Source: an optimization exercise on an open RTL-to-GDS flow (aim: small area and a short achievable clock period). Production flows keep margins and buffers that such runs may drop. Where RTL was checked, it was by simulation tests only, not by an equivalence proof against the original.

==> flow/design.v <==
`default_nettype none
module cycle_uart_in #(
    parameter int WORD_SIZE = 32,
    parameter int WORD_PART = 8,
    parameter int MEM_SIZE  = 64,
    parameter int CLQ_FREQ  = 1_843_200,
    parameter int BAUD_RATE = 115200
) (
    input  logic                 clock,
    input  logic                 reset,
    input  logic                 sig,
    output logic [WORD_SIZE-1:0] data_out,
    output logic                 valid_out,
    input  logic                 ready_in,
    output logic                 full,
    output logic                 empty,
    output logic                 frame_err,
    output logic                 overflow
);
    localparam int CLKS_PER_BIT = CLQ_FREQ / BAUD_RATE;
    localparam int HALF_BIT     = CLKS_PER_BIT / 2;
    localparam int NUM_PARTS    = WORD_SIZE / WORD_PART;
    localparam int CNT_W        = (CLKS_PER_BIT > 1) ? $clog2(CLKS_PER_BIT) : 1;
    localparam int BIT_W        = (WORD_PART > 1) ? $clog2(WORD_PART) : 1;
    localparam int PART_W       = (NUM_PARTS > 1) ? $clog2(NUM_PARTS) : 1;
    localparam int ADDR_W       = (MEM_SIZE > 1) ? $clog2(MEM_SIZE) : 1;
    localparam logic [CNT_W-1:0]  CNT_LAST   = CNT_W'(CLKS_PER_BIT - 1);
    localparam logic [CNT_W-1:0]  CNT_HALF   = CNT_W'(HALF_BIT - 1);
    localparam logic [BIT_W-1:0]  BIT_LAST   = BIT_W'(WORD_PART - 1);
    localparam logic [PART_W-1:0] PART_LAST  = PART_W'(NUM_PARTS - 1);
    localparam logic [ADDR_W:0]   COUNT_FULL = (ADDR_W + 1)'(MEM_SIZE);
    typedef enum logic [2:0] {
        ST_ARM,
        ST_IDLE,
        ST_START,
        ST_DATA,
        ST_STOP
    } state_t;
    logic                 sig_meta_q, sig_meta_d;
    logic                 sig_s_q, sig_s_d;
    logic                 sig_prev_q, sig_prev_d;
    state_t               state_q, state_d;
    logic [CNT_W-1:0]     cnt_q, cnt_d;
    logic [BIT_W-1:0]     bit_idx_q, bit_idx_d;
    logic [WORD_PART-1:0] shift_q, shift_d;
    logic                 byte_stb_q, byte_stb_d;
    logic                 ferr_q, ferr_d;
    logic [PART_W-1:0]    part_q, part_d;
    logic [WORD_SIZE-1:0] word_q, word_d;
    logic                 push_q, push_d;
    localparam int RING_N = MEM_SIZE - 1;
    logic [WORD_SIZE-1:0] ring_q [RING_N];
    localparam int HALF_W = WORD_SIZE / 2;
    logic [RING_N-1:0]    sel_q, sel_d;
    logic [RING_N-1:0]    selb_q;
    logic [ADDR_W-1:0]    wpos_q, wpos_d;    
    logic                 pend_q, pend_d;    
    logic [ADDR_W:0]      count_q, count_d;
    logic                 full_q, full_d;
    logic                 empty_q, empty_d;
    logic                 full_o, empty_o, valid_o;
    logic                 ovf_q, ovf_d;
    logic [WORD_SIZE-1:0] data_q, out_q;
    logic                 sel_ring, sel_word, sel_hold;
    logic                 do_pop;
    logic                 do_push;
    logic                 ring_wr;
    logic                 next_is_word;
    logic [WORD_SIZE-1:0] ring_next;
    always_comb begin
        sig_meta_d = sig;
        sig_s_d    = sig_meta_q;
        sig_prev_d = sig_s_q;
    end
    always_comb begin
        state_d    = state_q;
        cnt_d      = cnt_q;
        bit_idx_d  = bit_idx_q;
        shift_d    = shift_q;
        byte_stb_d = 1'b0;
        ferr_d     = 1'b0;
        case (state_q)
            ST_ARM: begin
                if (!sig_s_q) begin
                    cnt_d = '0;
                end else if (cnt_q == CNT_LAST) begin
                    cnt_d   = '0;
                    state_d = ST_IDLE;
                end else begin
                    cnt_d = cnt_q + 1'b1;
                end
            end
            ST_IDLE: begin
                if (sig_prev_q && !sig_s_q) begin
                    cnt_d   = '0;
                    state_d = ST_START;
                end
            end
            ST_START: begin
                if (cnt_q == CNT_HALF) begin
                    cnt_d     = '0;
                    bit_idx_d = '0;
                    state_d   = sig_s_q ? ST_IDLE : ST_DATA;
                end else begin
                    cnt_d = cnt_q + 1'b1;
                end
            end
            ST_DATA: begin
                if (cnt_q == CNT_LAST) begin
                    cnt_d   = '0;
                    shift_d = WORD_PART'({sig_s_q, shift_q} >> 1);
                    if (bit_idx_q == BIT_LAST) begin
                        state_d = ST_STOP;
                    end else begin
                        bit_idx_d = bit_idx_q + 1'b1;
                    end
                end else begin
                    cnt_d = cnt_q + 1'b1;
                end
            end
            ST_STOP: begin
                if (cnt_q == CNT_LAST) begin
                    cnt_d = '0;
                    if (sig_s_q) begin
                        byte_stb_d = 1'b1;
                        state_d    = ST_IDLE;
                    end else begin
                        ferr_d  = 1'b1;
                        state_d = ST_ARM;
                    end
                end else begin
                    cnt_d = cnt_q + 1'b1;
                end
            end
            default: begin
                cnt_d   = '0;
                state_d = ST_ARM;
            end
        endcase
    end
    always_comb begin
        word_d = word_q;
        part_d = part_q;
        push_d = 1'b0;
        if (ferr_q) begin
            part_d = '0;
        end else if (byte_stb_q) begin
            word_d = (word_q << WORD_PART) | WORD_SIZE'(shift_q);
            if (part_q == PART_LAST) begin
                part_d = '0;
                push_d = 1'b1;
            end else begin
                part_d = part_q + 1'b1;
            end
        end
    end
    always_comb begin
        do_pop  = !empty_q && ready_in;
        do_push = push_q && (!full_q || do_pop);
        ovf_d   = ovf_q | (push_q && !do_push);
        case ({do_push, do_pop})
            2'b10:   count_d = count_q + 1'b1;
            2'b01:   count_d = count_q - 1'b1;
            default: count_d = count_q;
        endcase
        if (do_push) begin
            full_d  = do_pop ? full_q : (count_q == COUNT_FULL - 1'b1);
            empty_d = do_pop ? empty_q : 1'b0;
        end else begin
            full_d  = do_pop ? 1'b0 : full_q;
            empty_d = do_pop ? (count_q == (ADDR_W + 1)'(1)) : empty_q;
        end
        sel_d = do_pop ? sel_q : {sel_q[0], sel_q[RING_N-1:1]};
        if (do_push) begin
            wpos_d = wpos_q;
        end else if (wpos_q == '0) begin
            wpos_d = ADDR_W'(RING_N - 1);
        end else begin
            wpos_d = wpos_q - 1'b1;
        end
        ring_wr = pend_q && (wpos_q == ADDR_W'(1));
        pend_d  = (pend_q && !ring_wr) || do_push;
        next_is_word = (count_q == (ADDR_W + 1)'(1)) || (pend_q && count_q == (ADDR_W + 1)'(2));
        ring_next = '0;
        for (int p = 0; p < RING_N; p++) begin
            ring_next = ring_next | (ring_q[p] & {{HALF_W{selb_q[p]}}, {HALF_W{sel_q[p]}}});
        end
        sel_ring = do_pop && !next_is_word;
        sel_word = do_pop ? next_is_word : empty_q;
        sel_hold = !do_pop && !empty_q;
    end
    always_ff @(posedge clock) begin
        for (int j = 0; j < RING_N - 1; j++) begin
            ring_q[j] <= ring_q[j+1];
        end
        ring_q[RING_N-1] <= ring_wr ? word_q : ring_q[0];
    end
    always_ff @(posedge clock) begin
        shift_q   <= shift_d;
        bit_idx_q <= bit_idx_d;
        word_q    <= word_d;
        out_q     <= ({WORD_SIZE{sel_ring}} & ring_next) | ({WORD_SIZE{sel_word}} & word_q) |
                     ({WORD_SIZE{sel_hold}} & data_q);
        if (!sel_hold) begin
            data_q <= ({WORD_SIZE{sel_ring}} & ring_next) | ({WORD_SIZE{sel_word}} & word_q);
        end
    end
    always_ff @(posedge clock) begin
        if (reset) begin
            sig_meta_q <= 1'b1;
            sig_s_q    <= 1'b1;
            sig_prev_q <= 1'b1;
            state_q    <= ST_ARM;
            cnt_q      <= '0;
            byte_stb_q <= 1'b0;
            ferr_q     <= 1'b0;
            part_q     <= '0;
            push_q     <= 1'b0;
            pend_q     <= 1'b0;
            sel_q      <= RING_N'(1);
            selb_q     <= RING_N'(1);
            wpos_q     <= ADDR_W'(RING_N - 1);
            count_q    <= '0;
            full_q     <= 1'b0;
            empty_q    <= 1'b1;
            full_o     <= 1'b0;
            empty_o    <= 1'b1;
            valid_o    <= 1'b0;
            ovf_q      <= 1'b0;
        end else begin
            sig_meta_q <= sig_meta_d;
            sig_s_q    <= sig_s_d;
            sig_prev_q <= sig_prev_d;
            state_q    <= state_d;
            cnt_q      <= cnt_d;
            byte_stb_q <= byte_stb_d;
            ferr_q     <= ferr_d;
            part_q     <= part_d;
            push_q     <= push_d;
            pend_q     <= pend_d;
            sel_q      <= sel_d;
            selb_q     <= do_pop ? selb_q : {selb_q[0], selb_q[RING_N-1:1]};
            wpos_q     <= wpos_d;
            count_q    <= count_d;
            full_q     <= full_d;
            empty_q    <= empty_d;
            full_o     <= (do_push && !do_pop && count_q == COUNT_FULL - 1'b1) ||
                          (full_q && !(do_pop && !do_push));
            empty_o    <= (do_pop && !do_push && count_q == (ADDR_W + 1)'(1)) ||
                          (empty_q && !do_push);
            valid_o    <= !((do_pop && !do_push && count_q == (ADDR_W + 1)'(1)) ||
                            (empty_q && !do_push));
            ovf_q      <= ovf_d;
        end
    end
    assign data_out  = out_q;
    assign valid_out = valid_o;
    assign full      = full_o;
    assign empty     = empty_o;
    assign frame_err = ferr_q;
    assign overflow  = ovf_q;
endmodule
`default_nettype wire
==> flow/config.mk <==
export PLATFORM = sky130hd
export DESIGN_NAME = cycle_uart_in
export DESIGN_NICKNAME = cycle_uart_in
export VERILOG_FILES = /design/flow/design.v
export SDC_FILE = /design/flow/constraint.sdc
export NUM_CORES = 4
export LEC_CHECK = 0
export CAP_MARGIN = 20
export CORE_MARGIN = 2
export CORE_UTILIZATION = 60
export CTS_CLUSTER_DIAMETER = 80
export CTS_CLUSTER_SIZE = 26
export SETUP_SLACK_MARGIN = 2.0
export SLEW_MARGIN = 20
==> flow/constraint.sdc <==
create_clock -name core_clock -period 4.0 [get_ports {clock}]
set_input_delay 0.8000 -clock core_clock [delete_from_list [all_inputs] [get_ports {clock}]]
set_output_delay 0.8000 -clock core_clock [all_outputs]
set_load 0.01 [all_outputs]
run.sh (not shown) runs the stock make flow with config.mk's settings and CLKGATE_MAP_FILE= SYNTH_SCRIPT=/design/flow/synth_recipe.tcl, a recipe that flattens the netlist after the stock synthesis.
Then changed:
--- a/flow/design.v
+++ b/flow/design.v
@@ -47,23 +47,21 @@
     logic                 ferr_q, ferr_d;
     logic [PART_W-1:0]    part_q, part_d;
     logic [WORD_SIZE-1:0] word_q, word_d;
     logic                 push_q, push_d;
     localparam int RING_N = MEM_SIZE - 1;
     logic [WORD_SIZE-1:0] ring_q [RING_N];
-    localparam int HALF_W = WORD_SIZE / 2;
     logic [RING_N-1:0]    sel_q, sel_d;
-    logic [RING_N-1:0]    selb_q;
     logic [ADDR_W-1:0]    wpos_q, wpos_d;    
     logic                 pend_q, pend_d;    
     logic [ADDR_W:0]      count_q, count_d;
     logic                 full_q, full_d;
     logic                 empty_q, empty_d;
     logic                 full_o, empty_o, valid_o;
     logic                 ovf_q, ovf_d;
-    logic [WORD_SIZE-1:0] data_q, out_q;
+    logic [WORD_SIZE-1:0] out_q;
     logic                 sel_ring, sel_word, sel_hold;
     logic                 do_pop;
     logic                 do_push;
     logic                 ring_wr;
     logic                 next_is_word;
     logic [WORD_SIZE-1:0] ring_next;
@@ -180,13 +178,13 @@
         end
         ring_wr = pend_q && (wpos_q == ADDR_W'(1));
         pend_d  = (pend_q && !ring_wr) || do_push;
         next_is_word = (count_q == (ADDR_W + 1)'(1)) || (pend_q && count_q == (ADDR_W + 1)'(2));
         ring_next = '0;
         for (int p = 0; p < RING_N; p++) begin
-            ring_next = ring_next | (ring_q[p] & {{HALF_W{selb_q[p]}}, {HALF_W{sel_q[p]}}});
+            ring_next = ring_next | (ring_q[p] & {WORD_SIZE{sel_q[p]}});
         end
         sel_ring = do_pop && !next_is_word;
         sel_word = do_pop ? next_is_word : empty_q;
         sel_hold = !do_pop && !empty_q;
     end
     always_ff @(posedge clock) begin
@@ -197,16 +195,13 @@
     end
     always_ff @(posedge clock) begin
         shift_q   <= shift_d;
         bit_idx_q <= bit_idx_d;
         word_q    <= word_d;
         out_q     <= ({WORD_SIZE{sel_ring}} & ring_next) | ({WORD_SIZE{sel_word}} & word_q) |
-                     ({WORD_SIZE{sel_hold}} & data_q);
-        if (!sel_hold) begin
-            data_q <= ({WORD_SIZE{sel_ring}} & ring_next) | ({WORD_SIZE{sel_word}} & word_q);
-        end
+                     ({WORD_SIZE{sel_hold}} & out_q);
     end
     always_ff @(posedge clock) begin
         if (reset) begin
             sig_meta_q <= 1'b1;
             sig_s_q    <= 1'b1;
             sig_prev_q <= 1'b1;
@@ -215,13 +210,12 @@
             byte_stb_q <= 1'b0;
             ferr_q     <= 1'b0;
             part_q     <= '0;
             push_q     <= 1'b0;
             pend_q     <= 1'b0;
             sel_q      <= RING_N'(1);
-            selb_q     <= RING_N'(1);
             wpos_q     <= ADDR_W'(RING_N - 1);
             count_q    <= '0;
             full_q     <= 1'b0;
             empty_q    <= 1'b1;
             full_o     <= 1'b0;
             empty_o    <= 1'b1;
@@ -236,13 +230,12 @@
             byte_stb_q <= byte_stb_d;
             ferr_q     <= ferr_d;
             part_q     <= part_d;
             push_q     <= push_d;
             pend_q     <= pend_d;
             sel_q      <= sel_d;
-            selb_q     <= do_pop ? selb_q : {selb_q[0], selb_q[RING_N-1:1]};
             wpos_q     <= wpos_d;
             count_q    <= count_d;
             full_q     <= full_d;
             empty_q    <= empty_d;
             full_o     <= (do_push && !do_pop && count_q == COUNT_FULL - 1'b1) ||
                           (full_q && !(do_pop && !do_push));
Effect: The changed run produced a clean layout. Area after synthesis fell by 5.6%. Setup slack improves by 88 ps. Register-to-register slack gains 90 ps. Worst hold slack is about the same. Die area goes down by 5.6%. Cell count is lower by 8.1%. First-iteration DRC count went up by 49%. Global-route usage is higher by 3.9 points. Via count grows by 0.45%. Non-clock buffer count went down by 45. Sequential share of layout area came out higher by 1.8 points. Utilization came out lower by 0.97 points. Cell area went down by 7.5%. Critical path depth increases by 1.
For the first run of this note, only the layout was checked, not whether the RTL still works.

[port drivers added, routing unchanged]
No port has a modelled driver above. Below, the same layouts with a new extraction and two added sets of constraints.
Step 1: set_driving_cell puts a clkbuf_16 on clock and a buf_2 on each other input, an assumption about the parent block.
Step 2 adds t to the input delays and takes it off the output delays; t is the mean of the earliest and latest rising clock arrival at the registers after step 1. Input paths then give back, and output paths get back, about the clock's delay inside the block.
Three values: no drivers, after step 1, after step 2; two values: the first two.
| run | shift t [ns] | setup WS [ns] | clock arrival spread, ns | worst data-port slew with drivers (ns) |
|---|---|---|---|---|
| the first run | 0.794 | 1.857 / 1.840 / 1.195 | 0.038 / 0.038 | 0.20 |
| the second run | 0.782 | 1.945 / 1.878 / 1.332 | 0.039 / 0.039 | 0.03 |
After both steps setup and hold are still met in every run listed. For the first run, which loses most, drivers alone change the setup slack by -0.017 ns; drivers and shift together by -0.662 ns.
